From an optimization exercise on the open Yosys and OpenROAD flow, aimed at small area; shortcuts taken in it are not production practice.
In this exercise RTL edits were held to simulation tests only and were not proved equivalent to the original.
Power is estimated from default activity; no workload was simulated.

Design harmonic_comb_energy, start of the top module:
module harmonic_comb_energy #(
    parameter int NUM_HARMONICS = hce_pkg::DEF_NUM_HARMONICS,
    parameter int MAX_BINS      = hce_pkg::DEF_MAX_BINS
) (
    input  logic                              i_clk,
    input  logic                              i_rst_n,
    input  logic                              i_s_tvalid,
    output logic                              o_s_tready,
    input  logic [hce_pkg::S_TDATA_W-1:0]     i_s_tdata,
    input  logic                              i_s_tlast,
    output logic                              o_m_tvalid,
    input  logic                              i_m_tready,
    output logic [hce_pkg::M_TDATA_W-1:0]     o_m_tdata,
    input  logic                              i_cfg_we,
    input  logic [hce_pkg::CFG_IDX_W-1:0]     i_cfg_idx,
    input  logic [hce_pkg::CFG_DATA_W-1:0]    i_cfg_data
);
For scale: roughly 3000 cells after synthesis, ~250 flip-flops, about 24000 um^2 of cells after synthesis.
Settings: LEC_CHECK=0, ABC_AREA=1, CAP_MARGIN=20, CORE_MARGIN=2, CORE_UTILIZATION=40, CTS_CLUSTER_DIAMETER=115, CTS_CLUSTER_SIZE=30, SLEW_MARGIN=20; clock period 10.0 ns.
standard.sh (not shown) runs the stock make flow with config.mk's settings and CLKGATE_MAP_FILE= SYNTH_SCRIPT=/design/flow/synth_recipe.tcl, a recipe that flattens the netlist after the stock synthesis.
==> flow/flow/run.sh <==
#!/bin/bash
# Standard layout, with the port buffers made from the smallest buffer cell.
set -e
export BUFFER_PORTS_ARGS="-buffer_cell sky130_fd_sc_hd__buf_1"
bash standard.sh finish > standard.log 2>&1
Edit:
Settings changed: CTS_CLUSTER_DIAMETER 115 to 100, CTS_CLUSTER_SIZE 30 to 26, GPL_TIMING_DRIVEN set to 0.
What happened: Sequential share of layout area is lower by 0.44 points; setup slack loses 0.11 ns; sequential power hardly moves.
Edit:
Settings changed: CAP_MARGIN 20 to 5, GPL_TIMING_DRIVEN 0 to unset, SLEW_MARGIN 20 to 5.
Outcome: Core utilization drops by 0.58 points; routed wire length fell by 14%; power came out lower by 2.8%; worst setup slack improves by 0.13 ns; via count is lower by 3.3%; die area stays the same; first-iteration DRC count is lower by 10%; cell area is lower by 1.3%; area after synthesis is unchanged; combinational power goes down by 4.9%.
Edit:
Settings changed: CAP_MARGIN 5 to 20, SLEW_MARGIN 5 to 20.
After rerunning: Die area is unchanged. Power barely changes. First-iteration DRC count stays flat. Clock-buffer cell count does not change. Sequential share of layout area is about the same. Non-clock buffer count drops by 2. Final area barely changes. Worst setup slack improved by 0.037 ns.

========
Another version of the RTL of harmonic_comb_energy (not shown whole).
Size in the first run: roughly 3100 cells after synthesis, about 250 flip-flops, ~97 I/O pins, about 24000 µm² of cells after synthesis.
==> flow/design.v (excerpt) <==
module harmonic_comb_energy #(
    parameter int NUM_HARMONICS = hce_pkg::DEF_NUM_HARMONICS,
    parameter int MAX_BINS      = hce_pkg::DEF_MAX_BINS
) (
    input  logic                              i_clk,
    input  logic                              i_rst_n,
    input  logic                              i_s_tvalid,
    output logic                              o_s_tready,
    input  logic [hce_pkg::S_TDATA_W-1:0]     i_s_tdata,
    input  logic                              i_s_tlast,
    output logic                              o_m_tvalid,
    input  logic                              i_m_tready,
    output logic [hce_pkg::M_TDATA_W-1:0]     o_m_tdata,
    input  logic                              i_cfg_we,
    input  logic [hce_pkg::CFG_IDX_W-1:0]     i_cfg_idx,
    input  logic [hce_pkg::CFG_DATA_W-1:0]    i_cfg_data
);
Settings: LEC_CHECK=0, ABC_AREA=1, CAP_MARGIN=20, CORE_MARGIN=2, CORE_UTILIZATION=55, SLEW_MARGIN=20; clock period 10.0 ns.
Scripts as last shown in full above: flow/flow/run.sh
The starting point completed without violations.
Next try:
CORE_UTILIZATION = 40   (was 55)
After rerunning: The new run ran to the end with no violations. Via count falls by 3.0%. Sequential share of layout area falls by 0.20 points. Fmax falls by 0.33%. Clock-buffer cell count rises by 3. Power falls by about 4%. Utilization falls by 16 points. Worst hold slack degrades by 42 ps. Sequential power is about the same. Worst setup slack degrades by 32 ps. Global-route usage falls by 13 points. Non-clock buffer count is unchanged.

========
harmonic_comb_energy again, from the RTL that the note above started with.
export LEC_CHECK = 0
export ABC_AREA = 1
export CAP_MARGIN = 20
export CORE_MARGIN = 2
export CORE_UTILIZATION = 40
export CTS_CLUSTER_DIAMETER = 100
export CTS_CLUSTER_SIZE = 26
export SLEW_MARGIN = 20
create_clock -name core_clock -period 10.0 [get_ports {i_clk}]
Scripts as last shown in full above: flow/flow/run.sh
==> next run, changes <==
--- a/flow/config.mk
+++ b/flow/config.mk
@@ -10,5 +10,5 @@
 export CORE_MARGIN = 2
 export CORE_UTILIZATION = 40
-export CTS_CLUSTER_DIAMETER = 100
-export CTS_CLUSTER_SIZE = 26
+export CTS_CLUSTER_DIAMETER = 80
+export CTS_CLUSTER_SIZE = 20
 export SLEW_MARGIN = 20
Outcome: Total power increases by 1.6%. Setup slack is better by 0.0081 ns. Synthesized area does not change. Clock power increases by 16%. Sequential power barely changes. Global-route usage stays flat. Wire length stays flat.

========
Another version of the RTL of harmonic_comb_energy (not shown whole).
Size: about 3,200 cells after synthesis, roughly 250 flip-flops.
export LEC_CHECK = 0
export ABC_AREA = 1
export CAP_MARGIN = 20
export CORE_MARGIN = 2
export CORE_UTILIZATION = 40
export SLEW_MARGIN = 20
create_clock -name core_clock -period 10.0 [get_ports {i_clk}]
run.sh (not shown) runs the stock make flow with config.mk's settings and CLKGATE_MAP_FILE= SYNTH_SCRIPT=/design/flow/synth_recipe.tcl, a recipe that flattens the netlist after the stock synthesis.
Stock flow here: none of the scripts above is used.
==> next run, changes <==
Settings changed: ABC_AREA 1 to unset.
Outcome:
- The changed run went through all stages and came out clean
- critical path depth falls by 9
- clock-buffer cell count falls by 1
- global-route usage rises by 0.61 points
- final cell count falls by 5.1%
- sequential cell count does not change
- clock skew falls by 38 ps
- worst hold slack improves by 38 ps
- maximum frequency falls by 0.38%

[what the ideal ports hide]
The results above use ideal ports. As a check the final layouts listed here were re-extracted and re-timed, cells and wires unchanged.
Step 1 sets driving cells, clkbuf_16 on the clock port and buf_2 on the other inputs (assumed; they add their load-dependent delay and slew).
Step 2, shift: input delay + t, output delay - t, t = (earliest + latest rising clock arrival at the registers) / 2. This alone moves slack from input paths to output paths.
Slacks: ideal / step 1 / step 2; pairs: ideal / step 1.
run	t, ns	setup WS [ns]	worst hold slack (ns)	worst setup path after step 2	cell pins on the clock port's net
the first run of note 1	0.597	0.371 / 0.371 / 0.371	0.423 / 0.423 / 0.423	register to register	1
the second run of note 1	0.597	0.265 / 0.265 / 0.265	0.417 / 0.417 / 0.417	register to register	1
the third run of note 1	0.605	0.392 / 0.392 / 0.392	0.394 / 0.394 / 0.394	register to register	1
the fourth run of note 1	0.611	0.429 / 0.429 / 0.429	0.398 / 0.398 / 0.398	register to register	1
the first run of note 2	0.662	0.491 / 0.491 / 0.491	0.419 / 0.419 / 0.419	register to register	1
the second run of note 2	0.674	0.459 / 0.459 / 0.459	0.377 / 0.377 / 0.377	register to register	1
the first run of note 3	0.613	0.461 / 0.461 / 0.461	0.414 / 0.414 / 0.414	register to register	1
the second run of note 3	0.640	0.469 / 0.469 / 0.469	0.414 / 0.414 / 0.414	register to register	1
the first run of note 4	0.654	0.484 / 0.484 / 0.484	0.378 / 0.378 / 0.378	register to register	1
the second run of note 4	0.669	0.448 / 0.448 / 0.448	0.416 / 0.416 / 0.416	register to register	1
After both steps setup and hold are still met in every run listed.
